This design comes from an exercise in tuning for small area on the open sky130 flow, not from production work.
Function was checked by simulation only, so behaviour that the tests miss may differ from the original.
No activity file was given, so power comes from the tool's default toggle rates.

`flow/design.v`:
```
`default_nettype none
package sat_pkg;
    localparam int num_bool_vars = 2;                        
    localparam int num_int_vars  = 2;                        
    localparam int num_vars      = num_bool_vars + num_int_vars;  
    localparam int num_clauses   = 4;                        
    localparam int int_width  = 4;    
    localparam int sum_width  = 10;   
    localparam int gain_width = 3;    
    localparam int idx_width  = $clog2(num_clauses);
    localparam int assign_w = num_bool_vars + 2 * int_width;   
    localparam int code_w   = 2 * num_bool_vars;
    localparam int bias_lsb = code_w;
    localparam int coef0_lsb = code_w + int_width;
    localparam int coef1_lsb = code_w + 2 * int_width;
    localparam int clause_w = code_w + 3 * int_width;   
    localparam int formula_w = num_clauses * clause_w;
endpackage
`default_nettype wire
`default_nettype none
module lm_fa
(
    input  wire a,
    input  wire b,
    input  wire c,
    output wire s,
    output wire co
);
    assign s  = a ^ b ^ c;
    assign co = (a & b) | (a & c) | (b & c);
endmodule
module lm_ha
(
    input  wire a,
    input  wire b,
    output wire s,
    output wire co
);
    assign s  = a ^ b;
    assign co = a & b;
endmodule
`default_nettype wire
`default_nettype none
module local_move
(
    input  logic        clk,
    input  logic        rst_n,
    input  logic        clause_write,
    input  logic [1:0]  clause_index,
    input  logic [15:0] clause_data,
    input  logic [3:0]  clause_enable,
    input  logic [9:0]  current,
    input  logic [1:0]  bool_propose_enable,
    input  logic [1:0]  int_propose_enable,
    input  logic        start,
    output logic [11:0] gains,
    output logic [2:0]  best_gain,
    output logic [9:0]  best_assignment,
    output logic        done
);
    wire [15:0] wdata = {clause_data[15:4],
                         clause_data[3] & clause_data[2], clause_data[3] & ~clause_data[2],
                         clause_data[1] & clause_data[0], clause_data[1] & ~clause_data[0]};
    logic [15:0] cl0, cl1, cl2, cl3;
    logic [3:0]  cv;
    always_ff @(posedge clk)
    begin
        if (clause_write && clause_index == 2'd0) cl0 <= wdata;
        if (clause_write && clause_index == 2'd1) cl1 <= wdata;
        if (clause_write && clause_index == 2'd2) cl2 <= wdata;
        if (clause_write && clause_index == 2'd3) cl3 <= wdata;
    end
    always_ff @(posedge clk or negedge rst_n)
    begin
        if (!rst_n)
            cv <= '0;
        else if (clause_write)
            cv[clause_index] <= 1'b1;
    end
    wire [3:0] x  = current[3:0];
    wire [3:0] y  = current[7:4];
    wire       p0 = current[8];
    wire       p1 = current[9];
    wire       xw = (current[3:0] == 4'd7);   
    wire       yw = (current[7:4] == 4'd7);
    wire [3:0] sat0, sat1, sat2, sat3, sat4;
    wire [15:0] c_0 = cl0;
    wire [3:0] b_0 = c_0[7:4];
    wire [3:0] c0_0 = c_0[11:8];
    wire [3:0] c1_0 = c_0[15:12];
    wire k0_1, k0_2, k0_3, k0_4, k0_5, k0_6, k0_7, k0_8, k0_9, k0_10, k0_11, k0_12, k0_13, k0_14, k0_15, k0_16, k0_17, k0_18, k0_19, k0_20, k0_21, k0_22, k0_23, k0_24, k0_25, k0_26, k0_27, k0_28, k0_29, k0_30, k0_31, k0_32, k0_33, k0_34, k0_35, k0_36, k0_37, k0_38, k0_39, k0_40, k0_41, k0_42, k0_43, k0_44, k0_45, k0_46, k0_47, k0_48, k0_49, k0_50, k0_51, k0_52, k0_53, k0_54, k0_55, k0_56, k0_57, k0_58, k0_59, k0_60, k0_61, k0_62, k0_63, k0_64, k0_65, k0_66, k0_67, k0_68, k0_69, k0_70, k0_71, k0_72, k0_73, k0_74, k0_75, k0_76, k0_77, k0_78, k0_79, k0_80, k0_81, k0_82, k0_83, k0_84, k0_85, k0_86, k0_87, k0_88, k0_89, k0_90, k0_91, k0_92, k0_93, k0_94, k0_95, k0_96, k0_97, k0_98, k0_99, k0_100, k0_101, k0_102, k0_103, k0_104, k0_105, k0_106, k0_107, k0_108, k0_109, k0_110, k0_111, k0_112, k0_113, k0_114;
    lm_fa u_k0_1 (.a((c1_0[0] & y[0])), .b((c0_0[0] & x[0])), .c(b_0[0]), .s(k0_1), .co(k0_2));
    lm_fa u_k0_3 (.a((c1_0[0] & y[1])), .b((c1_0[1] & y[0])), .c((c0_0[0] & x[1])), .s(k0_3), .co(k0_4));
    lm_fa u_k0_5 (.a((c0_0[1] & x[0])), .b(b_0[1]), .c(k0_2), .s(k0_5), .co(k0_6));
    lm_ha u_k0_7 (.a(k0_3), .b(k0_5), .s(k0_7), .co(k0_8));
    lm_fa u_k0_9 (.a((c1_0[0] & y[2])), .b((c1_0[1] & y[1])), .c((c1_0[2] & y[0])), .s(k0_9), .co(k0_10));
    lm_fa u_k0_11 (.a((c0_0[0] & x[2])), .b((c0_0[1] & x[1])), .c((c0_0[2] & x[0])), .s(k0_11), .co(k0_12));
    lm_fa u_k0_13 (.a(b_0[2]), .b(k0_4), .c(k0_6), .s(k0_13), .co(k0_14));
    lm_fa u_k0_15 (.a(k0_8), .b(k0_9), .c(k0_11), .s(k0_15), .co(k0_16));
    lm_ha u_k0_17 (.a(k0_13), .b(k0_15), .s(k0_17), .co(k0_18));
    lm_fa u_k0_19 (.a((~c1_0[0] | ~y[3])), .b((c1_0[1] & y[2])), .c((c1_0[2] & y[1])), .s(k0_19), .co(k0_20));
    lm_fa u_k0_21 (.a((~c1_0[3] | ~y[0])), .b((~c0_0[0] | ~x[3])), .c((c0_0[1] & x[2])), .s(k0_21), .co(k0_22));
    lm_fa u_k0_23 (.a((c0_0[2] & x[1])), .b((~c0_0[3] | ~x[0])), .c(~b_0[3]), .s(k0_23), .co(k0_24));
    lm_fa u_k0_25 (.a(1'b1), .b(k0_10), .c(k0_12), .s(k0_25), .co(k0_26));
    lm_fa u_k0_27 (.a(k0_14), .b(k0_16), .c(k0_18), .s(k0_27), .co(k0_28));
    lm_fa u_k0_29 (.a(k0_19), .b(k0_21), .c(k0_23), .s(k0_29), .co(k0_30));
    lm_fa u_k0_31 (.a(k0_25), .b(k0_27), .c(k0_29), .s(k0_31), .co(k0_32));
    lm_fa u_k0_33 (.a((~c1_0[1] | ~y[3])), .b((c1_0[2] & y[2])), .c((~c1_0[3] | ~y[1])), .s(k0_33), .co(k0_34));
    lm_fa u_k0_35 (.a((~c0_0[1] | ~x[3])), .b((c0_0[2] & x[2])), .c((~c0_0[3] | ~x[1])), .s(k0_35), .co(k0_36));
    lm_fa u_k0_37 (.a(1'b1), .b(k0_20), .c(k0_22), .s(k0_37), .co(k0_38));
    lm_fa u_k0_39 (.a(k0_24), .b(k0_26), .c(k0_28), .s(k0_39), .co(k0_40));
    lm_fa u_k0_41 (.a(k0_30), .b(k0_32), .c(k0_33), .s(k0_41), .co(k0_42));
    lm_fa u_k0_43 (.a(k0_35), .b(k0_37), .c(k0_39), .s(k0_43), .co(k0_44));
    lm_ha u_k0_45 (.a(k0_41), .b(k0_43), .s(k0_45), .co(k0_46));
    lm_fa u_k0_47 (.a((~c1_0[2] | ~y[3])), .b((~c1_0[3] | ~y[2])), .c((~c0_0[2] | ~x[3])), .s(k0_47), .co(k0_48));
    lm_fa u_k0_49 (.a((~c0_0[3] | ~x[2])), .b(k0_34), .c(k0_36), .s(k0_49), .co(k0_50));
    lm_fa u_k0_51 (.a(k0_38), .b(k0_40), .c(k0_42), .s(k0_51), .co(k0_52));
    lm_fa u_k0_53 (.a(k0_44), .b(k0_46), .c(k0_47), .s(k0_53), .co(k0_54));
    lm_fa u_k0_55 (.a(k0_49), .b(k0_51), .c(k0_53), .s(k0_55), .co(k0_56));
    lm_fa u_k0_57 (.a((c1_0[3] & y[3])), .b((c0_0[3] & x[3])), .c(k0_48), .s(k0_57), .co(k0_58));
    lm_fa u_k0_59 (.a(k0_50), .b(k0_52), .c(k0_54), .s(k0_59), .co(k0_60));
    lm_fa u_k0_61 (.a(k0_56), .b(k0_57), .c(k0_59), .s(k0_61), .co(k0_62));
    lm_fa u_k0_63 (.a(k0_58), .b(k0_60), .c(k0_62), .s(k0_63), .co(k0_64));
    assign k0_65 = 1'b1 ^ k0_64;
    assign k0_66 = ~k0_65;
    assign k0_67 = k0_1 ^ c0_0[0];
    assign k0_68 = k0_1 & c0_0[0];
    assign k0_69 = k0_7 ^ c0_0[1] ^ k0_68;
    assign k0_70 = (k0_7 & c0_0[1]) | (k0_7 & k0_68) | (c0_0[1] & k0_68);
    assign k0_71 = k0_17 ^ c0_0[2] ^ k0_70;
    assign k0_72 = (k0_17 & c0_0[2]) | (k0_17 & k0_70) | (c0_0[2] & k0_70);
    assign k0_73 = k0_31 ^ c0_0[3] ^ k0_72;
    assign k0_74 = (k0_31 & c0_0[3]) | (k0_31 & k0_72) | (c0_0[3] & k0_72);
    assign k0_75 = k0_45 ^ c0_0[3] ^ k0_74;
    assign k0_76 = (k0_45 & c0_0[3]) | (k0_45 & k0_74) | (c0_0[3] & k0_74);
    assign k0_77 = k0_55 ^ c0_0[3] ^ k0_76;
    assign k0_78 = (k0_55 & c0_0[3]) | (k0_55 & k0_76) | (c0_0[3] & k0_76);
    assign k0_79 = k0_61 ^ c0_0[3] ^ k0_78;
    assign k0_80 = (k0_61 & c0_0[3]) | (k0_61 & k0_78) | (c0_0[3] & k0_78);
    assign k0_81 = k0_63 ^ c0_0[3] ^ k0_80;
    assign k0_82 = (k0_63 & c0_0[3]) | (k0_63 & k0_80) | (c0_0[3] & k0_80);
    assign k0_83 = k0_65 ^ c0_0[3] ^ k0_82;
    assign k0_84 = ~k0_83;
    assign k0_85 = k0_75 | ~c0_0[0];
    assign k0_86 = (k0_77 & ~c0_0[1]) | (k0_77 & k0_85) | (~c0_0[1] & k0_85);
    assign k0_87 = (k0_79 & ~c0_0[2]) | (k0_79 & k0_86) | (~c0_0[2] & k0_86);
    assign k0_88 = (k0_81 & ~c0_0[3]) | (k0_81 & k0_87) | (~c0_0[3] & k0_87);
    assign k0_89 = ~(k0_83 ^ ~c0_0[3] ^ k0_88);
    assign k0_90 = xw ? k0_89 : k0_84;
    assign k0_91 = k0_1 ^ c1_0[0];
    assign k0_92 = k0_1 & c1_0[0];
    assign k0_93 = k0_7 ^ c1_0[1] ^ k0_92;
    assign k0_94 = (k0_7 & c1_0[1]) | (k0_7 & k0_92) | (c1_0[1] & k0_92);
    assign k0_95 = k0_17 ^ c1_0[2] ^ k0_94;
    assign k0_96 = (k0_17 & c1_0[2]) | (k0_17 & k0_94) | (c1_0[2] & k0_94);
    assign k0_97 = k0_31 ^ c1_0[3] ^ k0_96;
    assign k0_98 = (k0_31 & c1_0[3]) | (k0_31 & k0_96) | (c1_0[3] & k0_96);
    assign k0_99 = k0_45 ^ c1_0[3] ^ k0_98;
    assign k0_100 = (k0_45 & c1_0[3]) | (k0_45 & k0_98) | (c1_0[3] & k0_98);
    assign k0_101 = k0_55 ^ c1_0[3] ^ k0_100;
    assign k0_102 = (k0_55 & c1_0[3]) | (k0_55 & k0_100) | (c1_0[3] & k0_100);
    assign k0_103 = k0_61 ^ c1_0[3] ^ k0_102;
    assign k0_104 = (k0_61 & c1_0[3]) | (k0_61 & k0_102) | (c1_0[3] & k0_102);
    assign k0_105 = k0_63 ^ c1_0[3] ^ k0_104;
    assign k0_106 = (k0_63 & c1_0[3]) | (k0_63 & k0_104) | (c1_0[3] & k0_104);
    assign k0_107 = k0_65 ^ c1_0[3] ^ k0_106;
    assign k0_108 = ~k0_107;
    assign k0_109 = k0_99 | ~c1_0[0];
    assign k0_110 = (k0_101 & ~c1_0[1]) | (k0_101 & k0_109) | (~c1_0[1] & k0_109);
    assign k0_111 = (k0_103 & ~c1_0[2]) | (k0_103 & k0_110) | (~c1_0[2] & k0_110);
    assign k0_112 = (k0_105 & ~c1_0[3]) | (k0_105 & k0_111) | (~c1_0[3] & k0_111);
    assign k0_113 = ~(k0_107 ^ ~c1_0[3] ^ k0_112);
    assign k0_114 = yw ? k0_113 : k0_108;
    wire h0_0  = p0 ? c_0[1] : c_0[0];
    wire h0f_0 = p0 ? c_0[0] : c_0[1];
    wire h1_0  = p1 ? c_0[3] : c_0[2];
    wire h1f_0 = p1 ? c_0[2] : c_0[3];
    wire z_0 = ~cv[0];
    wire en_0 = clause_enable[0];
    assign sat0[0] = en_0 & (z_0 | h0_0  | h1_0  | k0_66);
    assign sat1[0] = en_0 & (z_0 | h0f_0 | h1_0  | k0_66);
    assign sat2[0] = en_0 & (z_0 | h0_0  | h1f_0 | k0_66);
    assign sat3[0] = en_0 & (z_0 | h0_0  | h1_0  | k0_90);
    assign sat4[0] = en_0 & (z_0 | h0_0  | h1_0  | k0_114);
    wire [15:0] c_1 = cl1;
    wire [3:0] b_1 = c_1[7:4];
    wire [3:0] c0_1 = c_1[11:8];
    wire [3:0] c1_1 = c_1[15:12];
    wire k1_1, k1_2, k1_3, k1_4, k1_5, k1_6, k1_7, k1_8, k1_9, k1_10, k1_11, k1_12, k1_13, k1_14, k1_15, k1_16, k1_17, k1_18, k1_19, k1_20, k1_21, k1_22, k1_23, k1_24, k1_25, k1_26, k1_27, k1_28, k1_29, k1_30, k1_31, k1_32, k1_33, k1_34, k1_35, k1_36, k1_37, k1_38, k1_39, k1_40, k1_41, k1_42, k1_43, k1_44, k1_45, k1_46, k1_47, k1_48, k1_49, k1_50, k1_51, k1_52, k1_53, k1_54, k1_55, k1_56, k1_57, k1_58, k1_59, k1_60, k1_61, k1_62, k1_63, k1_64, k1_65, k1_66, k1_67, k1_68, k1_69, k1_70, k1_71, k1_72, k1_73, k1_74, k1_75, k1_76, k1_77, k1_78, k1_79, k1_80, k1_81, k1_82, k1_83, k1_84, k1_85, k1_86, k1_87, k1_88, k1_89, k1_90, k1_91, k1_92, k1_93, k1_94, k1_95, k1_96, k1_97, k1_98, k1_99, k1_100, k1_101, k1_102, k1_103, k1_104, k1_105, k1_106, k1_107, k1_108, k1_109, k1_110, k1_111, k1_112, k1_113, k1_114;
    lm_fa u_k1_1 (.a((c1_1[0] & y[0])), .b((c0_1[0] & x[0])), .c(b_1[0]), .s(k1_1), .co(k1_2));
    lm_fa u_k1_3 (.a((c1_1[0] & y[1])), .b((c1_1[1] & y[0])), .c((c0_1[0] & x[1])), .s(k1_3), .co(k1_4));
    lm_fa u_k1_5 (.a((c0_1[1] & x[0])), .b(b_1[1]), .c(k1_2), .s(k1_5), .co(k1_6));
    lm_ha u_k1_7 (.a(k1_3), .b(k1_5), .s(k1_7), .co(k1_8));
    lm_fa u_k1_9 (.a((c1_1[0] & y[2])), .b((c1_1[1] & y[1])), .c((c1_1[2] & y[0])), .s(k1_9), .co(k1_10));
    lm_fa u_k1_11 (.a((c0_1[0] & x[2])), .b((c0_1[1] & x[1])), .c((c0_1[2] & x[0])), .s(k1_11), .co(k1_12));
    lm_fa u_k1_13 (.a(b_1[2]), .b(k1_4), .c(k1_6), .s(k1_13), .co(k1_14));
    lm_fa u_k1_15 (.a(k1_8), .b(k1_9), .c(k1_11), .s(k1_15), .co(k1_16));
    lm_ha u_k1_17 (.a(k1_13), .b(k1_15), .s(k1_17), .co(k1_18));
    lm_fa u_k1_19 (.a((~c1_1[0] | ~y[3])), .b((c1_1[1] & y[2])), .c((c1_1[2] & y[1])), .s(k1_19), .co(k1_20));
    lm_fa u_k1_21 (.a((~c1_1[3] | ~y[0])), .b((~c0_1[0] | ~x[3])), .c((c0_1[1] & x[2])), .s(k1_21), .co(k1_22));
    lm_fa u_k1_23 (.a((c0_1[2] & x[1])), .b((~c0_1[3] | ~x[0])), .c(~b_1[3]), .s(k1_23), .co(k1_24));
    lm_fa u_k1_25 (.a(1'b1), .b(k1_10), .c(k1_12), .s(k1_25), .co(k1_26));
    lm_fa u_k1_27 (.a(k1_14), .b(k1_16), .c(k1_18), .s(k1_27), .co(k1_28));
    lm_fa u_k1_29 (.a(k1_19), .b(k1_21), .c(k1_23), .s(k1_29), .co(k1_30));
    lm_fa u_k1_31 (.a(k1_25), .b(k1_27), .c(k1_29), .s(k1_31), .co(k1_32));
    lm_fa u_k1_33 (.a((~c1_1[1] | ~y[3])), .b((c1_1[2] & y[2])), .c((~c1_1[3] | ~y[1])), .s(k1_33), .co(k1_34));
    lm_fa u_k1_35 (.a((~c0_1[1] | ~x[3])), .b((c0_1[2] & x[2])), .c((~c0_1[3] | ~x[1])), .s(k1_35), .co(k1_36));
    lm_fa u_k1_37 (.a(1'b1), .b(k1_20), .c(k1_22), .s(k1_37), .co(k1_38));
    lm_fa u_k1_39 (.a(k1_24), .b(k1_26), .c(k1_28), .s(k1_39), .co(k1_40));
    lm_fa u_k1_41 (.a(k1_30), .b(k1_32), .c(k1_33), .s(k1_41), .co(k1_42));
    lm_fa u_k1_43 (.a(k1_35), .b(k1_37), .c(k1_39), .s(k1_43), .co(k1_44));
    lm_ha u_k1_45 (.a(k1_41), .b(k1_43), .s(k1_45), .co(k1_46));
    lm_fa u_k1_47 (.a((~c1_1[2] | ~y[3])), .b((~c1_1[3] | ~y[2])), .c((~c0_1[2] | ~x[3])), .s(k1_47), .co(k1_48));
    lm_fa u_k1_49 (.a((~c0_1[3] | ~x[2])), .b(k1_34), .c(k1_36), .s(k1_49), .co(k1_50));
    lm_fa u_k1_51 (.a(k1_38), .b(k1_40), .c(k1_42), .s(k1_51), .co(k1_52));
    lm_fa u_k1_53 (.a(k1_44), .b(k1_46), .c(k1_47), .s(k1_53), .co(k1_54));
    lm_fa u_k1_55 (.a(k1_49), .b(k1_51), .c(k1_53), .s(k1_55), .co(k1_56));
    lm_fa u_k1_57 (.a((c1_1[3] & y[3])), .b((c0_1[3] & x[3])), .c(k1_48), .s(k1_57), .co(k1_58));
    lm_fa u_k1_59 (.a(k1_50), .b(k1_52), .c(k1_54), .s(k1_59), .co(k1_60));
    lm_fa u_k1_61 (.a(k1_56), .b(k1_57), .c(k1_59), .s(k1_61), .co(k1_62));
    lm_fa u_k1_63 (.a(k1_58), .b(k1_60), .c(k1_62), .s(k1_63), .co(k1_64));
    assign k1_65 = 1'b1 ^ k1_64;
    assign k1_66 = ~k1_65;
    assign k1_67 = k1_1 ^ c0_1[0];
    assign k1_68 = k1_1 & c0_1[0];
    assign k1_69 = k1_7 ^ c0_1[1] ^ k1_68;
    assign k1_70 = (k1_7 & c0_1[1]) | (k1_7 & k1_68) | (c0_1[1] & k1_68);
    assign k1_71 = k1_17 ^ c0_1[2] ^ k1_70;
    assign k1_72 = (k1_17 & c0_1[2]) | (k1_17 & k1_70) | (c0_1[2] & k1_70);
    assign k1_73 = k1_31 ^ c0_1[3] ^ k1_72;
    assign k1_74 = (k1_31 & c0_1[3]) | (k1_31 & k1_72) | (c0_1[3] & k1_72);
    assign k1_75 = k1_45 ^ c0_1[3] ^ k1_74;
    assign k1_76 = (k1_45 & c0_1[3]) | (k1_45 & k1_74) | (c0_1[3] & k1_74);
    assign k1_77 = k1_55 ^ c0_1[3] ^ k1_76;
    assign k1_78 = (k1_55 & c0_1[3]) | (k1_55 & k1_76) | (c0_1[3] & k1_76);
    assign k1_79 = k1_61 ^ c0_1[3] ^ k1_78;
    assign k1_80 = (k1_61 & c0_1[3]) | (k1_61 & k1_78) | (c0_1[3] & k1_78);
    assign k1_81 = k1_63 ^ c0_1[3] ^ k1_80;
    assign k1_82 = (k1_63 & c0_1[3]) | (k1_63 & k1_80) | (c0_1[3] & k1_80);
    assign k1_83 = k1_65 ^ c0_1[3] ^ k1_82;
    assign k1_84 = ~k1_83;
    assign k1_85 = k1_75 | ~c0_1[0];
    assign k1_86 = (k1_77 & ~c0_1[1]) | (k1_77 & k1_85) | (~c0_1[1] & k1_85);
    assign k1_87 = (k1_79 & ~c0_1[2]) | (k1_79 & k1_86) | (~c0_1[2] & k1_86);
    assign k1_88 = (k1_81 & ~c0_1[3]) | (k1_81 & k1_87) | (~c0_1[3] & k1_87);
    assign k1_89 = ~(k1_83 ^ ~c0_1[3] ^ k1_88);
    assign k1_90 = xw ? k1_89 : k1_84;
    assign k1_91 = k1_1 ^ c1_1[0];
    assign k1_92 = k1_1 & c1_1[0];
    assign k1_93 = k1_7 ^ c1_1[1] ^ k1_92;
    assign k1_94 = (k1_7 & c1_1[1]) | (k1_7 & k1_92) | (c1_1[1] & k1_92);
    assign k1_95 = k1_17 ^ c1_1[2] ^ k1_94;
    assign k1_96 = (k1_17 & c1_1[2]) | (k1_17 & k1_94) | (c1_1[2] & k1_94);
    assign k1_97 = k1_31 ^ c1_1[3] ^ k1_96;
    assign k1_98 = (k1_31 & c1_1[3]) | (k1_31 & k1_96) | (c1_1[3] & k1_96);
    assign k1_99 = k1_45 ^ c1_1[3] ^ k1_98;
    assign k1_100 = (k1_45 & c1_1[3]) | (k1_45 & k1_98) | (c1_1[3] & k1_98);
    assign k1_101 = k1_55 ^ c1_1[3] ^ k1_100;
    assign k1_102 = (k1_55 & c1_1[3]) | (k1_55 & k1_100) | (c1_1[3] & k1_100);
    assign k1_103 = k1_61 ^ c1_1[3] ^ k1_102;
    assign k1_104 = (k1_61 & c1_1[3]) | (k1_61 & k1_102) | (c1_1[3] & k1_102);
    assign k1_105 = k1_63 ^ c1_1[3] ^ k1_104;
    assign k1_106 = (k1_63 & c1_1[3]) | (k1_63 & k1_104) | (c1_1[3] & k1_104);
    assign k1_107 = k1_65 ^ c1_1[3] ^ k1_106;
    assign k1_108 = ~k1_107;
    assign k1_109 = k1_99 | ~c1_1[0];
    assign k1_110 = (k1_101 & ~c1_1[1]) | (k1_101 & k1_109) | (~c1_1[1] & k1_109);
    assign k1_111 = (k1_103 & ~c1_1[2]) | (k1_103 & k1_110) | (~c1_1[2] & k1_110);
    assign k1_112 = (k1_105 & ~c1_1[3]) | (k1_105 & k1_111) | (~c1_1[3] & k1_111);
    assign k1_113 = ~(k1_107 ^ ~c1_1[3] ^ k1_112);
    assign k1_114 = yw ? k1_113 : k1_108;
    wire h0_1  = p0 ? c_1[1] : c_1[0];
    wire h0f_1 = p0 ? c_1[0] : c_1[1];
    wire h1_1  = p1 ? c_1[3] : c_1[2];
    wire h1f_1 = p1 ? c_1[2] : c_1[3];
    wire z_1 = ~cv[1];
    wire en_1 = clause_enable[1];
    assign sat0[1] = en_1 & (z_1 | h0_1  | h1_1  | k1_66);
    assign sat1[1] = en_1 & (z_1 | h0f_1 | h1_1  | k1_66);
    assign sat2[1] = en_1 & (z_1 | h0_1  | h1f_1 | k1_66);
    assign sat3[1] = en_1 & (z_1 | h0_1  | h1_1  | k1_90);
    assign sat4[1] = en_1 & (z_1 | h0_1  | h1_1  | k1_114);
    wire [15:0] c_2 = cl2;
    wire [3:0] b_2 = c_2[7:4];
    wire [3:0] c0_2 = c_2[11:8];
    wire [3:0] c1_2 = c_2[15:12];
    wire k2_1, k2_2, k2_3, k2_4, k2_5, k2_6, k2_7, k2_8, k2_9, k2_10, k2_11, k2_12, k2_13, k2_14, k2_15, k2_16, k2_17, k2_18, k2_19, k2_20, k2_21, k2_22, k2_23, k2_24, k2_25, k2_26, k2_27, k2_28, k2_29, k2_30, k2_31, k2_32, k2_33, k2_34, k2_35, k2_36, k2_37, k2_38, k2_39, k2_40, k2_41, k2_42, k2_43, k2_44, k2_45, k2_46, k2_47, k2_48, k2_49, k2_50, k2_51, k2_52, k2_53, k2_54, k2_55, k2_56, k2_57, k2_58, k2_59, k2_60, k2_61, k2_62, k2_63, k2_64, k2_65, k2_66, k2_67, k2_68, k2_69, k2_70, k2_71, k2_72, k2_73, k2_74, k2_75, k2_76, k2_77, k2_78, k2_79, k2_80, k2_81, k2_82, k2_83, k2_84, k2_85, k2_86, k2_87, k2_88, k2_89, k2_90, k2_91, k2_92, k2_93, k2_94, k2_95, k2_96, k2_97, k2_98, k2_99, k2_100, k2_101, k2_102, k2_103, k2_104, k2_105, k2_106, k2_107, k2_108, k2_109, k2_110, k2_111, k2_112, k2_113, k2_114;
    lm_fa u_k2_1 (.a((c1_2[0] & y[0])), .b((c0_2[0] & x[0])), .c(b_2[0]), .s(k2_1), .co(k2_2));
    lm_fa u_k2_3 (.a((c1_2[0] & y[1])), .b((c1_2[1] & y[0])), .c((c0_2[0] & x[1])), .s(k2_3), .co(k2_4));
    lm_fa u_k2_5 (.a((c0_2[1] & x[0])), .b(b_2[1]), .c(k2_2), .s(k2_5), .co(k2_6));
    lm_ha u_k2_7 (.a(k2_3), .b(k2_5), .s(k2_7), .co(k2_8));
    lm_fa u_k2_9 (.a((c1_2[0] & y[2])), .b((c1_2[1] & y[1])), .c((c1_2[2] & y[0])), .s(k2_9), .co(k2_10));
    lm_fa u_k2_11 (.a((c0_2[0] & x[2])), .b((c0_2[1] & x[1])), .c((c0_2[2] & x[0])), .s(k2_11), .co(k2_12));
    lm_fa u_k2_13 (.a(b_2[2]), .b(k2_4), .c(k2_6), .s(k2_13), .co(k2_14));
    lm_fa u_k2_15 (.a(k2_8), .b(k2_9), .c(k2_11), .s(k2_15), .co(k2_16));
    lm_ha u_k2_17 (.a(k2_13), .b(k2_15), .s(k2_17), .co(k2_18));
    lm_fa u_k2_19 (.a((~c1_2[0] | ~y[3])), .b((c1_2[1] & y[2])), .c((c1_2[2] & y[1])), .s(k2_19), .co(k2_20));
    lm_fa u_k2_21 (.a((~c1_2[3] | ~y[0])), .b((~c0_2[0] | ~x[3])), .c((c0_2[1] & x[2])), .s(k2_21), .co(k2_22));
    lm_fa u_k2_23 (.a((c0_2[2] & x[1])), .b((~c0_2[3] | ~x[0])), .c(~b_2[3]), .s(k2_23), .co(k2_24));
    lm_fa u_k2_25 (.a(1'b1), .b(k2_10), .c(k2_12), .s(k2_25), .co(k2_26));
    lm_fa u_k2_27 (.a(k2_14), .b(k2_16), .c(k2_18), .s(k2_27), .co(k2_28));
    lm_fa u_k2_29 (.a(k2_19), .b(k2_21), .c(k2_23), .s(k2_29), .co(k2_30));
    lm_fa u_k2_31 (.a(k2_25), .b(k2_27), .c(k2_29), .s(k2_31), .co(k2_32));
    lm_fa u_k2_33 (.a((~c1_2[1] | ~y[3])), .b((c1_2[2] & y[2])), .c((~c1_2[3] | ~y[1])), .s(k2_33), .co(k2_34));
    lm_fa u_k2_35 (.a((~c0_2[1] | ~x[3])), .b((c0_2[2] & x[2])), .c((~c0_2[3] | ~x[1])), .s(k2_35), .co(k2_36));
    lm_fa u_k2_37 (.a(1'b1), .b(k2_20), .c(k2_22), .s(k2_37), .co(k2_38));
    lm_fa u_k2_39 (.a(k2_24), .b(k2_26), .c(k2_28), .s(k2_39), .co(k2_40));
    lm_fa u_k2_41 (.a(k2_30), .b(k2_32), .c(k2_33), .s(k2_41), .co(k2_42));
    lm_fa u_k2_43 (.a(k2_35), .b(k2_37), .c(k2_39), .s(k2_43), .co(k2_44));
    lm_ha u_k2_45 (.a(k2_41), .b(k2_43), .s(k2_45), .co(k2_46));
    lm_fa u_k2_47 (.a((~c1_2[2] | ~y[3])), .b((~c1_2[3] | ~y[2])), .c((~c0_2[2] | ~x[3])), .s(k2_47), .co(k2_48));
    lm_fa u_k2_49 (.a((~c0_2[3] | ~x[2])), .b(k2_34), .c(k2_36), .s(k2_49), .co(k2_50));
    lm_fa u_k2_51 (.a(k2_38), .b(k2_40), .c(k2_42), .s(k2_51), .co(k2_52));
    lm_fa u_k2_53 (.a(k2_44), .b(k2_46), .c(k2_47), .s(k2_53), .co(k2_54));
    lm_fa u_k2_55 (.a(k2_49), .b(k2_51), .c(k2_53), .s(k2_55), .co(k2_56));
    lm_fa u_k2_57 (.a((c1_2[3] & y[3])), .b((c0_2[3] & x[3])), .c(k2_48), .s(k2_57), .co(k2_58));
    lm_fa u_k2_59 (.a(k2_50), .b(k2_52), .c(k2_54), .s(k2_59), .co(k2_60));
    lm_fa u_k2_61 (.a(k2_56), .b(k2_57), .c(k2_59), .s(k2_61), .co(k2_62));
    lm_fa u_k2_63 (.a(k2_58), .b(k2_60), .c(k2_62), .s(k2_63), .co(k2_64));
    assign k2_65 = 1'b1 ^ k2_64;
    assign k2_66 = ~k2_65;
    assign k2_67 = k2_1 ^ c0_2[0];
    assign k2_68 = k2_1 & c0_2[0];
    assign k2_69 = k2_7 ^ c0_2[1] ^ k2_68;
    assign k2_70 = (k2_7 & c0_2[1]) | (k2_7 & k2_68) | (c0_2[1] & k2_68);
    assign k2_71 = k2_17 ^ c0_2[2] ^ k2_70;
    assign k2_72 = (k2_17 & c0_2[2]) | (k2_17 & k2_70) | (c0_2[2] & k2_70);
    assign k2_73 = k2_31 ^ c0_2[3] ^ k2_72;
    assign k2_74 = (k2_31 & c0_2[3]) | (k2_31 & k2_72) | (c0_2[3] & k2_72);
    assign k2_75 = k2_45 ^ c0_2[3] ^ k2_74;
    assign k2_76 = (k2_45 & c0_2[3]) | (k2_45 & k2_74) | (c0_2[3] & k2_74);
    assign k2_77 = k2_55 ^ c0_2[3] ^ k2_76;
    assign k2_78 = (k2_55 & c0_2[3]) | (k2_55 & k2_76) | (c0_2[3] & k2_76);
    assign k2_79 = k2_61 ^ c0_2[3] ^ k2_78;
    assign k2_80 = (k2_61 & c0_2[3]) | (k2_61 & k2_78) | (c0_2[3] & k2_78);
    assign k2_81 = k2_63 ^ c0_2[3] ^ k2_80;
    assign k2_82 = (k2_63 & c0_2[3]) | (k2_63 & k2_80) | (c0_2[3] & k2_80);
    assign k2_83 = k2_65 ^ c0_2[3] ^ k2_82;
    assign k2_84 = ~k2_83;
    assign k2_85 = k2_75 | ~c0_2[0];
    assign k2_86 = (k2_77 & ~c0_2[1]) | (k2_77 & k2_85) | (~c0_2[1] & k2_85);
    assign k2_87 = (k2_79 & ~c0_2[2]) | (k2_79 & k2_86) | (~c0_2[2] & k2_86);
    assign k2_88 = (k2_81 & ~c0_2[3]) | (k2_81 & k2_87) | (~c0_2[3] & k2_87);
    assign k2_89 = ~(k2_83 ^ ~c0_2[3] ^ k2_88);
    assign k2_90 = xw ? k2_89 : k2_84;
    assign k2_91 = k2_1 ^ c1_2[0];
    assign k2_92 = k2_1 & c1_2[0];
    assign k2_93 = k2_7 ^ c1_2[1] ^ k2_92;
    assign k2_94 = (k2_7 & c1_2[1]) | (k2_7 & k2_92) | (c1_2[1] & k2_92);
    assign k2_95 = k2_17 ^ c1_2[2] ^ k2_94;
    assign k2_96 = (k2_17 & c1_2[2]) | (k2_17 & k2_94) | (c1_2[2] & k2_94);
    assign k2_97 = k2_31 ^ c1_2[3] ^ k2_96;
    assign k2_98 = (k2_31 & c1_2[3]) | (k2_31 & k2_96) | (c1_2[3] & k2_96);
    assign k2_99 = k2_45 ^ c1_2[3] ^ k2_98;
    assign k2_100 = (k2_45 & c1_2[3]) | (k2_45 & k2_98) | (c1_2[3] & k2_98);
    assign k2_101 = k2_55 ^ c1_2[3] ^ k2_100;
    assign k2_102 = (k2_55 & c1_2[3]) | (k2_55 & k2_100) | (c1_2[3] & k2_100);
    assign k2_103 = k2_61 ^ c1_2[3] ^ k2_102;
    assign k2_104 = (k2_61 & c1_2[3]) | (k2_61 & k2_102) | (c1_2[3] & k2_102);
    assign k2_105 = k2_63 ^ c1_2[3] ^ k2_104;
    assign k2_106 = (k2_63 & c1_2[3]) | (k2_63 & k2_104) | (c1_2[3] & k2_104);
    assign k2_107 = k2_65 ^ c1_2[3] ^ k2_106;
    assign k2_108 = ~k2_107;
    assign k2_109 = k2_99 | ~c1_2[0];
    assign k2_110 = (k2_101 & ~c1_2[1]) | (k2_101 & k2_109) | (~c1_2[1] & k2_109);
    assign k2_111 = (k2_103 & ~c1_2[2]) | (k2_103 & k2_110) | (~c1_2[2] & k2_110);
    assign k2_112 = (k2_105 & ~c1_2[3]) | (k2_105 & k2_111) | (~c1_2[3] & k2_111);
    assign k2_113 = ~(k2_107 ^ ~c1_2[3] ^ k2_112);
    assign k2_114 = yw ? k2_113 : k2_108;
    wire h0_2  = p0 ? c_2[1] : c_2[0];
    wire h0f_2 = p0 ? c_2[0] : c_2[1];
    wire h1_2  = p1 ? c_2[3] : c_2[2];
    wire h1f_2 = p1 ? c_2[2] : c_2[3];
    wire z_2 = ~cv[2];
    wire en_2 = clause_enable[2];
    assign sat0[2] = en_2 & (z_2 | h0_2  | h1_2  | k2_66);
    assign sat1[2] = en_2 & (z_2 | h0f_2 | h1_2  | k2_66);
    assign sat2[2] = en_2 & (z_2 | h0_2  | h1f_2 | k2_66);
    assign sat3[2] = en_2 & (z_2 | h0_2  | h1_2  | k2_90);
    assign sat4[2] = en_2 & (z_2 | h0_2  | h1_2  | k2_114);
    wire [15:0] c_3 = cl3;
    wire [3:0] b_3 = c_3[7:4];
    wire [3:0] c0_3 = c_3[11:8];
    wire [3:0] c1_3 = c_3[15:12];
    wire k3_1, k3_2, k3_3, k3_4, k3_5, k3_6, k3_7, k3_8, k3_9, k3_10, k3_11, k3_12, k3_13, k3_14, k3_15, k3_16, k3_17, k3_18, k3_19, k3_20, k3_21, k3_22, k3_23, k3_24, k3_25, k3_26, k3_27, k3_28, k3_29, k3_30, k3_31, k3_32, k3_33, k3_34, k3_35, k3_36, k3_37, k3_38, k3_39, k3_40, k3_41, k3_42, k3_43, k3_44, k3_45, k3_46, k3_47, k3_48, k3_49, k3_50, k3_51, k3_52, k3_53, k3_54, k3_55, k3_56, k3_57, k3_58, k3_59, k3_60, k3_61, k3_62, k3_63, k3_64, k3_65, k3_66, k3_67, k3_68, k3_69, k3_70, k3_71, k3_72, k3_73, k3_74, k3_75, k3_76, k3_77, k3_78, k3_79, k3_80, k3_81, k3_82, k3_83, k3_84, k3_85, k3_86, k3_87, k3_88, k3_89, k3_90, k3_91, k3_92, k3_93, k3_94, k3_95, k3_96, k3_97, k3_98, k3_99, k3_100, k3_101, k3_102, k3_103, k3_104, k3_105, k3_106, k3_107, k3_108, k3_109, k3_110, k3_111, k3_112, k3_113, k3_114;
    lm_fa u_k3_1 (.a((c1_3[0] & y[0])), .b((c0_3[0] & x[0])), .c(b_3[0]), .s(k3_1), .co(k3_2));
    lm_fa u_k3_3 (.a((c1_3[0] & y[1])), .b((c1_3[1] & y[0])), .c((c0_3[0] & x[1])), .s(k3_3), .co(k3_4));
    lm_fa u_k3_5 (.a((c0_3[1] & x[0])), .b(b_3[1]), .c(k3_2), .s(k3_5), .co(k3_6));
    lm_ha u_k3_7 (.a(k3_3), .b(k3_5), .s(k3_7), .co(k3_8));
    lm_fa u_k3_9 (.a((c1_3[0] & y[2])), .b((c1_3[1] & y[1])), .c((c1_3[2] & y[0])), .s(k3_9), .co(k3_10));
    lm_fa u_k3_11 (.a((c0_3[0] & x[2])), .b((c0_3[1] & x[1])), .c((c0_3[2] & x[0])), .s(k3_11), .co(k3_12));
    lm_fa u_k3_13 (.a(b_3[2]), .b(k3_4), .c(k3_6), .s(k3_13), .co(k3_14));
    lm_fa u_k3_15 (.a(k3_8), .b(k3_9), .c(k3_11), .s(k3_15), .co(k3_16));
    lm_ha u_k3_17 (.a(k3_13), .b(k3_15), .s(k3_17), .co(k3_18));
    lm_fa u_k3_19 (.a((~c1_3[0] | ~y[3])), .b((c1_3[1] & y[2])), .c((c1_3[2] & y[1])), .s(k3_19), .co(k3_20));
    lm_fa u_k3_21 (.a((~c1_3[3] | ~y[0])), .b((~c0_3[0] | ~x[3])), .c((c0_3[1] & x[2])), .s(k3_21), .co(k3_22));
    lm_fa u_k3_23 (.a((c0_3[2] & x[1])), .b((~c0_3[3] | ~x[0])), .c(~b_3[3]), .s(k3_23), .co(k3_24));
    lm_fa u_k3_25 (.a(1'b1), .b(k3_10), .c(k3_12), .s(k3_25), .co(k3_26));
    lm_fa u_k3_27 (.a(k3_14), .b(k3_16), .c(k3_18), .s(k3_27), .co(k3_28));
    lm_fa u_k3_29 (.a(k3_19), .b(k3_21), .c(k3_23), .s(k3_29), .co(k3_30));
    lm_fa u_k3_31 (.a(k3_25), .b(k3_27), .c(k3_29), .s(k3_31), .co(k3_32));
    lm_fa u_k3_33 (.a((~c1_3[1] | ~y[3])), .b((c1_3[2] & y[2])), .c((~c1_3[3] | ~y[1])), .s(k3_33), .co(k3_34));
    lm_fa u_k3_35 (.a((~c0_3[1] | ~x[3])), .b((c0_3[2] & x[2])), .c((~c0_3[3] | ~x[1])), .s(k3_35), .co(k3_36));
    lm_fa u_k3_37 (.a(1'b1), .b(k3_20), .c(k3_22), .s(k3_37), .co(k3_38));
    lm_fa u_k3_39 (.a(k3_24), .b(k3_26), .c(k3_28), .s(k3_39), .co(k3_40));
    lm_fa u_k3_41 (.a(k3_30), .b(k3_32), .c(k3_33), .s(k3_41), .co(k3_42));
    lm_fa u_k3_43 (.a(k3_35), .b(k3_37), .c(k3_39), .s(k3_43), .co(k3_44));
    lm_ha u_k3_45 (.a(k3_41), .b(k3_43), .s(k3_45), .co(k3_46));
    lm_fa u_k3_47 (.a((~c1_3[2] | ~y[3])), .b((~c1_3[3] | ~y[2])), .c((~c0_3[2] | ~x[3])), .s(k3_47), .co(k3_48));
    lm_fa u_k3_49 (.a((~c0_3[3] | ~x[2])), .b(k3_34), .c(k3_36), .s(k3_49), .co(k3_50));
    lm_fa u_k3_51 (.a(k3_38), .b(k3_40), .c(k3_42), .s(k3_51), .co(k3_52));
    lm_fa u_k3_53 (.a(k3_44), .b(k3_46), .c(k3_47), .s(k3_53), .co(k3_54));
    lm_fa u_k3_55 (.a(k3_49), .b(k3_51), .c(k3_53), .s(k3_55), .co(k3_56));
    lm_fa u_k3_57 (.a((c1_3[3] & y[3])), .b((c0_3[3] & x[3])), .c(k3_48), .s(k3_57), .co(k3_58));
    lm_fa u_k3_59 (.a(k3_50), .b(k3_52), .c(k3_54), .s(k3_59), .co(k3_60));
    lm_fa u_k3_61 (.a(k3_56), .b(k3_57), .c(k3_59), .s(k3_61), .co(k3_62));
    lm_fa u_k3_63 (.a(k3_58), .b(k3_60), .c(k3_62), .s(k3_63), .co(k3_64));
    assign k3_65 = 1'b1 ^ k3_64;
    assign k3_66 = ~k3_65;
    assign k3_67 = k3_1 ^ c0_3[0];
    assign k3_68 = k3_1 & c0_3[0];
    assign k3_69 = k3_7 ^ c0_3[1] ^ k3_68;
    assign k3_70 = (k3_7 & c0_3[1]) | (k3_7 & k3_68) | (c0_3[1] & k3_68);
    assign k3_71 = k3_17 ^ c0_3[2] ^ k3_70;
    assign k3_72 = (k3_17 & c0_3[2]) | (k3_17 & k3_70) | (c0_3[2] & k3_70);
    assign k3_73 = k3_31 ^ c0_3[3] ^ k3_72;
    assign k3_74 = (k3_31 & c0_3[3]) | (k3_31 & k3_72) | (c0_3[3] & k3_72);
    assign k3_75 = k3_45 ^ c0_3[3] ^ k3_74;
    assign k3_76 = (k3_45 & c0_3[3]) | (k3_45 & k3_74) | (c0_3[3] & k3_74);
    assign k3_77 = k3_55 ^ c0_3[3] ^ k3_76;
    assign k3_78 = (k3_55 & c0_3[3]) | (k3_55 & k3_76) | (c0_3[3] & k3_76);
    assign k3_79 = k3_61 ^ c0_3[3] ^ k3_78;
    assign k3_80 = (k3_61 & c0_3[3]) | (k3_61 & k3_78) | (c0_3[3] & k3_78);
    assign k3_81 = k3_63 ^ c0_3[3] ^ k3_80;
    assign k3_82 = (k3_63 & c0_3[3]) | (k3_63 & k3_80) | (c0_3[3] & k3_80);
    assign k3_83 = k3_65 ^ c0_3[3] ^ k3_82;
    assign k3_84 = ~k3_83;
    assign k3_85 = k3_75 | ~c0_3[0];
    assign k3_86 = (k3_77 & ~c0_3[1]) | (k3_77 & k3_85) | (~c0_3[1] & k3_85);
    assign k3_87 = (k3_79 & ~c0_3[2]) | (k3_79 & k3_86) | (~c0_3[2] & k3_86);
    assign k3_88 = (k3_81 & ~c0_3[3]) | (k3_81 & k3_87) | (~c0_3[3] & k3_87);
    assign k3_89 = ~(k3_83 ^ ~c0_3[3] ^ k3_88);
    assign k3_90 = xw ? k3_89 : k3_84;
    assign k3_91 = k3_1 ^ c1_3[0];
    assign k3_92 = k3_1 & c1_3[0];
    assign k3_93 = k3_7 ^ c1_3[1] ^ k3_92;
    assign k3_94 = (k3_7 & c1_3[1]) | (k3_7 & k3_92) | (c1_3[1] & k3_92);
    assign k3_95 = k3_17 ^ c1_3[2] ^ k3_94;
    assign k3_96 = (k3_17 & c1_3[2]) | (k3_17 & k3_94) | (c1_3[2] & k3_94);
    assign k3_97 = k3_31 ^ c1_3[3] ^ k3_96;
    assign k3_98 = (k3_31 & c1_3[3]) | (k3_31 & k3_96) | (c1_3[3] & k3_96);
    assign k3_99 = k3_45 ^ c1_3[3] ^ k3_98;
    assign k3_100 = (k3_45 & c1_3[3]) | (k3_45 & k3_98) | (c1_3[3] & k3_98);
    assign k3_101 = k3_55 ^ c1_3[3] ^ k3_100;
    assign k3_102 = (k3_55 & c1_3[3]) | (k3_55 & k3_100) | (c1_3[3] & k3_100);
    assign k3_103 = k3_61 ^ c1_3[3] ^ k3_102;
    assign k3_104 = (k3_61 & c1_3[3]) | (k3_61 & k3_102) | (c1_3[3] & k3_102);
    assign k3_105 = k3_63 ^ c1_3[3] ^ k3_104;
    assign k3_106 = (k3_63 & c1_3[3]) | (k3_63 & k3_104) | (c1_3[3] & k3_104);
    assign k3_107 = k3_65 ^ c1_3[3] ^ k3_106;
    assign k3_108 = ~k3_107;
    assign k3_109 = k3_99 | ~c1_3[0];
    assign k3_110 = (k3_101 & ~c1_3[1]) | (k3_101 & k3_109) | (~c1_3[1] & k3_109);
    assign k3_111 = (k3_103 & ~c1_3[2]) | (k3_103 & k3_110) | (~c1_3[2] & k3_110);
    assign k3_112 = (k3_105 & ~c1_3[3]) | (k3_105 & k3_111) | (~c1_3[3] & k3_111);
    assign k3_113 = ~(k3_107 ^ ~c1_3[3] ^ k3_112);
    assign k3_114 = yw ? k3_113 : k3_108;
    wire h0_3  = p0 ? c_3[1] : c_3[0];
    wire h0f_3 = p0 ? c_3[0] : c_3[1];
    wire h1_3  = p1 ? c_3[3] : c_3[2];
    wire h1f_3 = p1 ? c_3[2] : c_3[3];
    wire z_3 = ~cv[3];
    wire en_3 = clause_enable[3];
    assign sat0[3] = en_3 & (z_3 | h0_3  | h1_3  | k3_66);
    assign sat1[3] = en_3 & (z_3 | h0f_3 | h1_3  | k3_66);
    assign sat2[3] = en_3 & (z_3 | h0_3  | h1f_3 | k3_66);
    assign sat3[3] = en_3 & (z_3 | h0_3  | h1_3  | k3_90);
    assign sat4[3] = en_3 & (z_3 | h0_3  | h1_3  | k3_114);
    wire [2:0] cnt0, cnt1, cnt2, cnt3, cnt4;
    wire [3:0] satv [5];
    wire [2:0] cntv [5];
    assign satv[0] = sat0;
    assign satv[1] = sat1;
    assign satv[2] = sat2;
    assign satv[3] = sat3;
    assign satv[4] = sat4;
    for (genvar j = 0; j < 5; j++)
    begin : g_pop
        wire s0, c0, c1;
        lm_fa u_fa (.a(satv[j][0]), .b(satv[j][1]), .c(satv[j][2]), .s(s0), .co(c0));
        lm_ha u_h0 (.a(s0), .b(satv[j][3]), .s(cntv[j][0]), .co(c1));
        lm_ha u_h1 (.a(c0), .b(c1), .s(cntv[j][1]), .co(cntv[j][2]));
    end
    assign cnt0 = cntv[0];
    assign cnt1 = cntv[1];
    assign cnt2 = cntv[2];
    assign cnt3 = cntv[3];
    assign cnt4 = cntv[4];
    logic [14:0] s1_cnt;
    logic [9:0]  s1_cur;
    logic [3:0]  s1_pe;
    logic        v1;
    always_ff @(posedge clk)
    begin
        s1_cnt <= {cnt4, cnt3, cnt2, cnt1, cnt0};
        s1_cur <= current;
        s1_pe  <= {int_propose_enable, bool_propose_enable};
    end
    always_ff @(posedge clk or negedge rst_n)
    begin
        if (!rst_n)
            v1 <= 1'b0;
        else
            v1 <= start;
    end
    wire [2:0] g [4];
    for (genvar j = 0; j < 4; j++)
    begin : g_mask
        assign g[j] = s1_pe[j] ? s1_cnt[3*(j+1) +: 3] : 3'd0;
    end
    wire [11:0] r_gains = {g[3], g[2], g[1], g[0]};
    wire       m2 = g[0][2] | g[1][2] | g[2][2] | g[3][2];
    wire       m1 = ~m2 & (g[0][1] | g[1][1] | g[2][1] | g[3][1]);
    wire       m0 = ~m2 & ((g[0][0] & (g[0][1] == m1)) | (g[1][0] & (g[1][1] == m1)) |
                           (g[2][0] & (g[2][1] == m1)) | (g[3][0] & (g[3][1] == m1)));
    wire [2:0] mx = {m2, m1, m0};
    wire [3:0] e;
    for (genvar j = 0; j < 4; j++)
    begin : g_eq
        assign e[j] = s1_pe[j] & (g[j] == mx);
    end
    wire [3:0] win = {e[3] & ~e[2] & ~e[1] & ~e[0], e[2] & ~e[1] & ~e[0], e[1] & ~e[0], e[0]};
    wire [2:0] r_best = (|s1_pe) ? mx : s1_cnt[2:0];
    wire [3:0] xi = {s1_cur[3] ^ (&s1_cur[2:0]), s1_cur[2] ^ (&s1_cur[1:0]), s1_cur[1] ^ s1_cur[0], ~s1_cur[0]};
    wire [3:0] yi = {s1_cur[7] ^ (&s1_cur[6:4]), s1_cur[6] ^ (&s1_cur[5:4]), s1_cur[5] ^ s1_cur[4], ~s1_cur[4]};
    wire [9:0] r_assign = {s1_cur[9] ^ win[1], s1_cur[8] ^ win[0],
                           win[3] ? yi : s1_cur[7:4],
                           win[2] ? xi : s1_cur[3:0]};
    always_ff @(posedge clk or negedge rst_n)
    begin
        if (!rst_n)
        begin
            gains           <= '0;
            best_gain       <= '0;
            best_assignment <= '0;
            done            <= 1'b0;
        end
        else
        begin
            done <= v1;
            if (v1)
            begin
                gains           <= r_gains;
                best_gain       <= r_best;
                best_assignment <= r_assign;
            end
        end
    end
endmodule
`default_nettype wire
```
`flow/flow/run.sh`:
```
#!/bin/bash
# Standard ORFS layout with two changes: the ports are buffered with the smallest
# plain buffer, and clock tree synthesis adds no dummy load cells.
set -euo pipefail
export BUFFER_PORTS_ARGS="-buffer_cell sky130_fd_sc_hd__buf_1"
export CTS_ARGS="-sink_clustering_enable -repair_clock_nets -root_buf sky130_fd_sc_hd__clkbuf_16 -buf_list sky130_fd_sc_hd__clkbuf_4 -dont_use_dummy_load"
bash standard.sh > standard.log 2>&1
```
`flow/standard.sh`:
```
#!/bin/bash
# synth_recipe.tcl (not shown) runs the flow's synth.tcl, then flattens the netlist and writes it again
# the make line also repeats each setting of config.mk as NAME=value (left out here)
make -C /OpenROAD-flow-scripts/flow DESIGN_CONFIG=/design/flow/config.mk WORK_HOME=/design/flow/orfs CLKGATE_MAP_FILE= SYNTH_SCRIPT=/design/flow/synth_recipe.tcl "${@:-finish}"
```
`flow/config.mk`:
```
export PLATFORM = sky130hd
export DESIGN_NAME = local_move
export DESIGN_NICKNAME = local_move
export VERILOG_FILES = /design/flow/design.v
export SDC_FILE = /design/flow/constraint.sdc
export NUM_CORES = 4
export LEC_CHECK = 0
export CAP_MARGIN = 20
export CORE_MARGIN = 2
export CORE_UTILIZATION = 75
export CTS_BUF_LIST = sky130_fd_sc_hd__clkbuf_4
export SLEW_MARGIN = 20
export SYNTH_HIERARCHICAL = 1
```
`flow/constraint.sdc`:
```
create_clock -name core_clock -period 12.0 [get_ports {clk}]
set_input_delay 2.4000 -clock core_clock [delete_from_list [all_inputs] [get_ports {clk}]]
set_output_delay 2.4000 -clock core_clock [all_outputs]
set_load 0.01 [all_outputs]
```
==> summary.md, run 1 <==
| Metric | Value |
|---|---|
| Cell area after layout | `around 10,000 um^2` |
| Number of antenna violations at the first check in global routing | `0` |
| Most common cell after layout, fill and taps aside | `sky130_fd_sc_hd__fa_1` |
| CP Cell Sequence | `buf_1 -> and2_1 -> fa_1 -> fa_1 -> ha_1 -> fa_1 -> ha_1 -> fa_1 -> fa_1 -> fa_1 -> ha_1 -> fa_1 -> fa_1 -> fa_1 -> fa_1 -> fa_1 -> nor2_1 -> o21ai_0 -> and3_1 -> o31a_1 -> fa_1 -> ha_1 -> ha_1` |
| Vias in the first global route | `between 7,000 and 8,000` |
| Initial cell density of the core | `0.769` |
| Vias post-DR | `between 6,000 and 7,000` |
| Mean routed wirelength per cell | `20.9 um` |
| Final WL | `approximately 22,000 um` |
| YS warnings | `7` |
| Async set-reset flop share out of synthesis | `0.250` |
| CTS tree | `built` |
| Global placement routability congestion | `0.941` |
| Count of endpoints failing hold in the final timing report | `0` |
| Num ports | `66` |
| Setup TNS after final layout | `0 ns` |
| Relative max-transition margin | `0.370` |
| Lkg Pwr | `~4.0 nW` |
| Highest Clock Rate | `95.9 MHz` |
| Maximum vdd ir drop | `between 200 and 250 uV` |
| Number of max-cap violations | `0` |
| Power per standard cell area | `about 260 nW/um^2` |
| Top_reg_cell synth | `sky130_fd_sc_hd__edfxtp_1` |
| Post-detailed-placement cell area | `between 10,000 and 15,000 um^2` |
| Sequential cell area fraction in the yosys report | `0.338` |
| Antenna diode count | `0` |
| Proportion of layout cells with a drive suffix above 1 | `0.0630` |
| Commonest cells after routing, fill and taps aside | `sky130_fd_sc_hd__fa_1, sky130_fd_sc_hd__and2_1, sky130_fd_sc_hd__nand2_1, sky130_fd_sc_hd__edfxtp_1, sky130_fd_sc_hd__buf_1` |
| Cell taking the most area after synthesis | `sky130_fd_sc_hd__fa_1` |
| Final Worst Setup Slack | `1.57 ns` |
| Total number of clock tree sinks | `around 120` |
| Maximum number of pins on one net before global-route repair | `54` |
| Transition time at the pin with the least slew margin | `0.944 ns` |
| Die outline area | `approximately 14,000 um^2` |
| Top fanout value on the critical path | `14` |
| Root Buffer | `sky130_fd_sc_hd__clkbuf_16` |
| Mapped Avg Cell Area | `12.0 um^2` |
| Number of synthesized register bits | `roughly 120` |
| Register area | `3280 um^2` |
| Pins over their slew limit | `0` |
| Hold/Removal Path Class | `flop to flop` |
| Post-CTS setup buffer count | `0` |
| Sum of net half-perimeters after detailed placement | `about 17,000 um` |
| Maximum clock insertion buffer count | `2` |
| Run status | `timing/DRC/antenna clean` |
| Placement Rows | `~40` |
| Max H-tree Level | `4` |
| DP Worst Slack | `~1.2 ns` |
| Fin nets | `1,110` |
| Number of buffers inserted for hold repair after clock tree synthesis | `0` |
| Drt via density | `around 6.3` |
| Iteration count of the initial detailed-routing pass | `6` |
| Pwr Total | `roughly 2.7 mW` |
| Area growth from synthesis to layout | `6.34%` |
| Final setup violation count | `0` |
| Count of input and output buffers | `between 60 and 70` |
| Worst path top cell family by delay | `adder cells` |
| Highest-delay cell along the critical path | `sky130_fd_sc_hd__fa_1` |
| Number of DRC violations after detailed routing | `0` |
| Clock transition at the registers of the reported paths | `about 0.1 ns` |
| Die X | `around 120 um` |
| Footprint of the multi-input gates | `6190 um^2` |
| Min Clock Period, post-route | `between 10 and 15 ns` |
| Required @ worst endpoint | `12.25 ns` |
| Residual antenna-violating net count after detailed routing | `0` |
| Arrival time at the worst endpoint | `~11 ns` |
| Synth top area cells | `sky130_fd_sc_hd__fa_1, sky130_fd_sc_hd__edfxtp_1, sky130_fd_sc_hd__dfrtp_1` |
| Layout filler cell count | `approximately 760` |
| Category of the most critical setup path | `input pin to flop` |
| Starting DRC count in detailed routing | `around 650` |
| Synth Instances | `811` |
| Top cell type's share of synthesized area | `0.315` |
| Final worst clock skew | `roughly 0.034 ns` |
| Count of cells resized by post-cts repair | `0` |
| Most frequent CP cell | `sky130_fd_sc_hd__fa_1` |
| Total global-route track usage | `0.346` |
| Floorplan die height | `roughly 120 um` |
| Buf+Inv Stages, Crit Path | `1` |
| Final Cycle Share | `0.869` |
| Worst stage delay on the critical path | `roughly 0.57 ns` |
| Area of the mapped netlist | `between 9000 and 10,000 um^2` |
| Setup repair after global routing missed its margin | `false` |
| Kind of end point of the critical path | `flop` |
| Startpoint class of the critical path | `input pin` |
| EDFF count, synth | `64` |
| Floorplan core area | `12,600 um^2` |
| Insertion delay to the later sink of the worst-skew pair | `0.37 ns` |
| Total global routing overflow | `0` |
| First-pass GRT wire length | `between 30,000 and 40,000 um` |
| Distinct cell type count of the synthesized netlist | `slightly above 60` |
| CTS buffer count | `17` |
cell usage after synthesis (3+ instances only):
master and number:
sky130_fd_sc_hd__a21o_1 3, sky130_fd_sc_hd__a21oi_1 14, sky130_fd_sc_hd__a31oi_1 18, sky130_fd_sc_hd__and2_1 86, sky130_fd_sc_hd__and3_1 4, sky130_fd_sc_hd__clkbuf_1 17, sky130_fd_sc_hd__dfrtp_1 31, sky130_fd_sc_hd__dfxtp_1 29
sky130_fd_sc_hd__edfxtp_1 64, sky130_fd_sc_hd__fa_1 153, sky130_fd_sc_hd__ha_1 26, sky130_fd_sc_hd__inv_1 48, sky130_fd_sc_hd__maj3_1 25, sky130_fd_sc_hd__mux2_2 8, sky130_fd_sc_hd__mux2i_1 9, sky130_fd_sc_hd__nand2_1 82
sky130_fd_sc_hd__nand3_1 16, sky130_fd_sc_hd__nand4_1 4, sky130_fd_sc_hd__nand4b_1 5, sky130_fd_sc_hd__nor2_1 31, sky130_fd_sc_hd__nor2b_1 11, sky130_fd_sc_hd__o211ai_1 9, sky130_fd_sc_hd__o21a_1 8, sky130_fd_sc_hd__o21ai_0 33
sky130_fd_sc_hd__o221ai_1 3, sky130_fd_sc_hd__o31a_1 6, sky130_fd_sc_hd__or2_2 6, sky130_fd_sc_hd__or3_1 3, sky130_fd_sc_hd__xnor2_1 12, sky130_fd_sc_hd__xor2_1 5
kinds of logic after synthesis:
group	Yosys count	synth area share
xor+xnor	17	0.0153
buf+inv	69	0.0285
fa+ha+maj	204	0.375
compound gates	114	0.0798
flops	124	0.338
mux	18	0.0201
other cells	1	0.000386
simple gates	264	0.144
final cells by class:
type | instances | share of cell area
clock buffers | 17 | 0.0141
multi-input cells | 625 | 0.599
repair buffers | 75 | 0.0310
well taps | 172 | 0.0208
inverters | 48 | 0.0174
flip-flops and latches | 124 | 0.317
per-module statistics from Yosys (local to each module, per instance):
module | flops+latches | area [um^2]
local_move | 124 | 7010
lm_fa | 0 | 20.0
lm_ha | 0 | 12.5
state kept, by name, indices dropped and copies added, names as in the netlist:
name / flops
cl0: 16
cl1: 16
cl2: 16
cl3: 16
s1_cnt: 15
gains: 12
best_assignment: 10
s1_cur: 10
cv: 4
s1_pe: 4
best_gain: 3
done: 1
v1: 1
layer usage:
metal | routed length [um] | track usage | vias up
met5 | 0 | 0 | -
met4 | 664 | 0.137 | 0
met3 | 1870 | 0.0722 | 63
met2 | 11000 | 0.549 | 361
met1 | 8620 | 0.477 | 3359
li1 | - | - | 2907
path summary, 6_finish.rpt:
check	from	to	slack, ns	cells after the start
worst max-delay path	current[4]	s1_cnt[10]	1.57	23
worst min-delay path	s1_cur[6]	best_assignment[6]	0.49	2
worst max register to register	cl1[12]	s1_cnt[10]	3.60	22
max in group asynchronous	rst_n	cv[1]	9.39	1
worst min register to register	s1_cur[6]	best_assignment[6]	0.49	2
min in group asynchronous	rst_n	cv[3]	2.07	1
power by group:
group          switching (mW)  leakage, nW  total [mW]  internal [mW]
sequential             0.0584         1.18       0.560          0.502
clock                   0.128       0.0859       0.206         0.0773
combinational            1.05         2.75        1.95          0.894
per-stage QoR:
step,util,instances,hold slack [ns]
6_report,0.818,1061,0.491
5_1_grt,0.818,1061,0.499
4_1_cts,0.818,1061,0.485
3_5_place_dp,0.807,1044,0.480
3_3_place_gp,0.807,1044,0.479
2_1_floorplan,-,818,0.352
worst reg2reg max path, stage by stage, from the launching register on:
cell and delay, ns:
sky130_fd_sc_hd__edfxtp_1 0.49, sky130_fd_sc_hd__and2_1 0.23, sky130_fd_sc_hd__fa_1 0.47, sky130_fd_sc_hd__fa_1 0.47, sky130_fd_sc_hd__ha_1 0.22, sky130_fd_sc_hd__fa_1 0.49, sky130_fd_sc_hd__ha_1 0.20, sky130_fd_sc_hd__fa_1 0.47
sky130_fd_sc_hd__fa_1 0.44, sky130_fd_sc_hd__fa_1 0.49, sky130_fd_sc_hd__ha_1 0.24, sky130_fd_sc_hd__fa_1 0.47, sky130_fd_sc_hd__fa_1 0.41, sky130_fd_sc_hd__fa_1 0.46, sky130_fd_sc_hd__fa_1 0.57, sky130_fd_sc_hd__fa_1 0.46
sky130_fd_sc_hd__nor2_1 0.11, sky130_fd_sc_hd__o21ai_0 0.14, sky130_fd_sc_hd__and3_1 0.19, sky130_fd_sc_hd__o31a_1 0.29, sky130_fd_sc_hd__fa_1 0.46, sky130_fd_sc_hd__ha_1 0.23, sky130_fd_sc_hd__ha_1 0.29
==> run 2: changes to the inputs <==
==> flow/flow/run.sh (replaced) <==
#!/bin/bash
# Standard ORFS layout with two changes: the ports are buffered with the smallest
# plain buffer, and clock tree synthesis adds no dummy load cells.
set -euo pipefail
export BUFFER_PORTS_ARGS="-buffer_cell sky130_fd_sc_hd__buf_1"
export CTS_ARGS="-sink_clustering_enable -repair_clock_nets -buf_list sky130_fd_sc_hd__clkbuf_4 -sink_clustering_size 8 -sink_clustering_max_diameter 40 -dont_use_dummy_load"
bash standard.sh > standard.log 2>&1
==> run 2 against run 1 <==
Compared with the run above: still clean; clock-buffer cell count unchanged; clock power decreased by 6%; flip-flop and latch count unchanged; critical path depth unchanged; register-to-register slack got worse by 0.02 ns; fmax increased by 1.8%; final cell count unchanged; power decreased by 0.42%; clock skew about the same; largest cell class unchanged.
==> summary.md, run 2 <==
| Metric | Value |
|---|---|
| Maximum clock insertion buffer count | `2 (unchanged)` |
| Final worst clock skew | `0.0347 ns (+0.000374 ns)` |
| Number of max-cap violations | `0 (unchanged)` |
| Top_reg_cell synth | `sky130_fd_sc_hd__edfxtp_1` |
| Startpoint class of the critical path | `input pin` |
| EDFF count, synth | `64 (unchanged)` |
| Number of antenna violations at the first check in global routing | `0 (unchanged)` |
| Number of synthesized register bits | `124 (unchanged)` |
| Sum of net half-perimeters after detailed placement | `17,300 um (unchanged)` |
| Vias in the first global route | `7,155 (+0.15%)` |
| Max H-tree Level | `4 (unchanged)` |
| Post-CTS setup buffer count | `0 (unchanged)` |
| CP Cell Sequence | `buf_1 -> and2_1 -> fa_1 -> fa_1 -> ha_1 -> fa_1 -> ha_1 -> fa_1 -> fa_1 -> fa_1 -> ha_1 -> fa_1 -> fa_1 -> fa_1 -> fa_1 -> fa_1 -> nor2_1 -> o21ai_0 -> and3_1 -> o31a_1 -> fa_1 -> ha_1 -> ha_1` |
| Setup TNS after final layout | `0 ns (unchanged)` |
| Fin nets | `1,110 (unchanged)` |
| Synth top area cells | `sky130_fd_sc_hd__fa_1, sky130_fd_sc_hd__edfxtp_1, sky130_fd_sc_hd__dfrtp_1` |
| Proportion of layout cells with a drive suffix above 1 | `0.0630 (unchanged)` |
| Arrival time at the worst endpoint | `10.68 ns (about the same)` |
| Number of DRC violations after detailed routing | `0 (unchanged)` |
| Global placement routability congestion | `0.941 (unchanged)` |
| Starting DRC count in detailed routing | `684 (+5.6%)` |
| Placement Rows | `41 (unchanged)` |
| Highest-delay cell along the critical path | `sky130_fd_sc_hd__fa_1` |
| Floorplan die height | `118 um (unchanged)` |
| Total number of clock tree sinks | `124 (unchanged)` |
| Final WL | `22,200 um (about the same)` |
| Residual antenna-violating net count after detailed routing | `0 (unchanged)` |
| Area growth from synthesis to layout | `6.16%` |
| Count of cells resized by post-cts repair | `0 (unchanged)` |
| Floorplan core area | `12,600 um^2 (unchanged)` |
| Most common cell after layout, fill and taps aside | `sky130_fd_sc_hd__fa_1` |
| Highest Clock Rate | `97.6 MHz (+1.8%)` |
| Final Cycle Share | `0.854 (-0.0154)` |
| Worst stage delay on the critical path | `0.58 ns (about the same)` |
| Most frequent CP cell | `sky130_fd_sc_hd__fa_1` |
| CTS tree | `built` |
| Lkg Pwr | `4.01 nW (-0.19%)` |
| Final Worst Setup Slack | `1.75 ns (+0.185 ns)` |
| Die X | `118 um (unchanged)` |
| Relative max-transition margin | `0.379 (+0.00884)` |
| Distinct cell type count of the synthesized netlist | `61 (unchanged)` |
| Buf+Inv Stages, Crit Path | `1 (unchanged)` |
| Transition time at the pin with the least slew margin | `0.931 ns (-0.0133 ns)` |
| Run status | `timing/DRC/antenna clean` |
| Final setup violation count | `0 (unchanged)` |
| Hold/Removal Path Class | `flop to flop` |
| Category of the most critical setup path | `input pin to flop` |
| Cell with the most instances after synthesis | `sky130_fd_sc_hd__fa_1` |
| Top cell type's share of synthesized area | `0.315 (unchanged)` |
## run 2: cell count changes in the layout (fill, tap and decap cells not counted)
cell	previous run	this run
sky130_fd_sc_hd__clkbuf_16	1	0
sky130_fd_sc_hd__clkbuf_4	16	17
## run 2: power breakdown
group | internal, mW | leakage [nW] | switching [mW]
clock network | 0.0643 | 0.0782 | 0.129
logic | 0.894 | 2.75 | 1.05
registers | 0.502 | 1.18 | 0.0579
total | 1.46 | 4.01 | 1.24
## run 2: logic make-up (layout without fill, tap and decap cells)
logic type | after synthesis | after routing | share of synthesized area
and+or+nand+nor | 264 | 264 | 0.144
DFF | 124 | 124 | 0.338
AOI/OAI and AO/OA | 114 | 114 | 0.0798
other | 1 | 8 | 0.000386
xor gates and xnor gates | 17 | 17 | 0.0153
buffers and inverters | 69 | 140 | 0.0285
adders and majority gates | 204 | 204 | 0.375
muxes | 18 | 18 | 0.0201
## run 2: area by class of cell
type                       count  area, um^2  share of cell area
sequential                   124        3280               0.318
inverter                      48         180              0.0175
timing repair buffer          75         320              0.0311
clock buffer                  17         128              0.0124
tap                          172         215              0.0209
multi-input combinational    625        6190               0.600
## run 2: modules after synthesis, one instance, submodules excluded
module,flip-flops and latches,copies in the design,cell area (um^2)
lm_fa,0,121,20.0
lm_ha,0,22,12.5
local_move,124,1,7010
## run 2: path summary, 6_finish.rpt
check                            from                 end  slack, ns  cells after the start
max                        current[4]          s1_cnt[10]       1.75                     23
min                         s1_cur[6]  best_assignment[6]       0.49                      2
max reg2reg                   cl1[12]          s1_cnt[10]       3.58                     22
min reg2reg                 s1_cur[6]  best_assignment[6]       0.49                      2
max in group asynchronous       rst_n               cv[2]       9.57                      1
min in group asynchronous       rst_n               cv[3]       1.89                      1
## run 2: metrics by stage
step / area (um^2) / cells / hold WS [ns] / utilization
final: 10300 / 1061 / 0.490 / 0.817
after global routing: 10300 / 1061 / 0.499 / 0.817
after CTS: 10300 / 1061 / 0.485 / 0.817
after detailed placement: 10200 / 1044 / 0.480 / 0.807
after global placement: 10200 / 1044 / 0.479 / 0.807
after floorplan: 9740 / 818 / 0.352 / -
## run 2: layer usage
layer	wire [um]	global-route usage	up-vias	part of all wire
li1	-	-	2910	-
met1	8590	0.477	3327	0.39
met2	10900	0.547	341	0.49
met3	1960	0.0698	63	0.088
met4	699	0.145	0	0.032
met5	0	0	-	0
## run 2: worst reg2reg max path, stage by stage (launching register included)
cell and delay [ns]:
sky130_fd_sc_hd__edfxtp_1 0.49, sky130_fd_sc_hd__and2_1 0.24, sky130_fd_sc_hd__fa_1 0.47, sky130_fd_sc_hd__fa_1 0.47, sky130_fd_sc_hd__ha_1 0.22, sky130_fd_sc_hd__fa_1 0.48
sky130_fd_sc_hd__ha_1 0.20, sky130_fd_sc_hd__fa_1 0.47, sky130_fd_sc_hd__fa_1 0.44, sky130_fd_sc_hd__fa_1 0.49, sky130_fd_sc_hd__ha_1 0.24, sky130_fd_sc_hd__fa_1 0.47
sky130_fd_sc_hd__fa_1 0.41, sky130_fd_sc_hd__fa_1 0.46, sky130_fd_sc_hd__fa_1 0.58, sky130_fd_sc_hd__fa_1 0.46, sky130_fd_sc_hd__nor2_1 0.11, sky130_fd_sc_hd__o21ai_0 0.14
sky130_fd_sc_hd__and3_1 0.20, sky130_fd_sc_hd__o31a_1 0.29, sky130_fd_sc_hd__fa_1 0.46, sky130_fd_sc_hd__ha_1 0.23, sky130_fd_sc_hd__ha_1 0.29
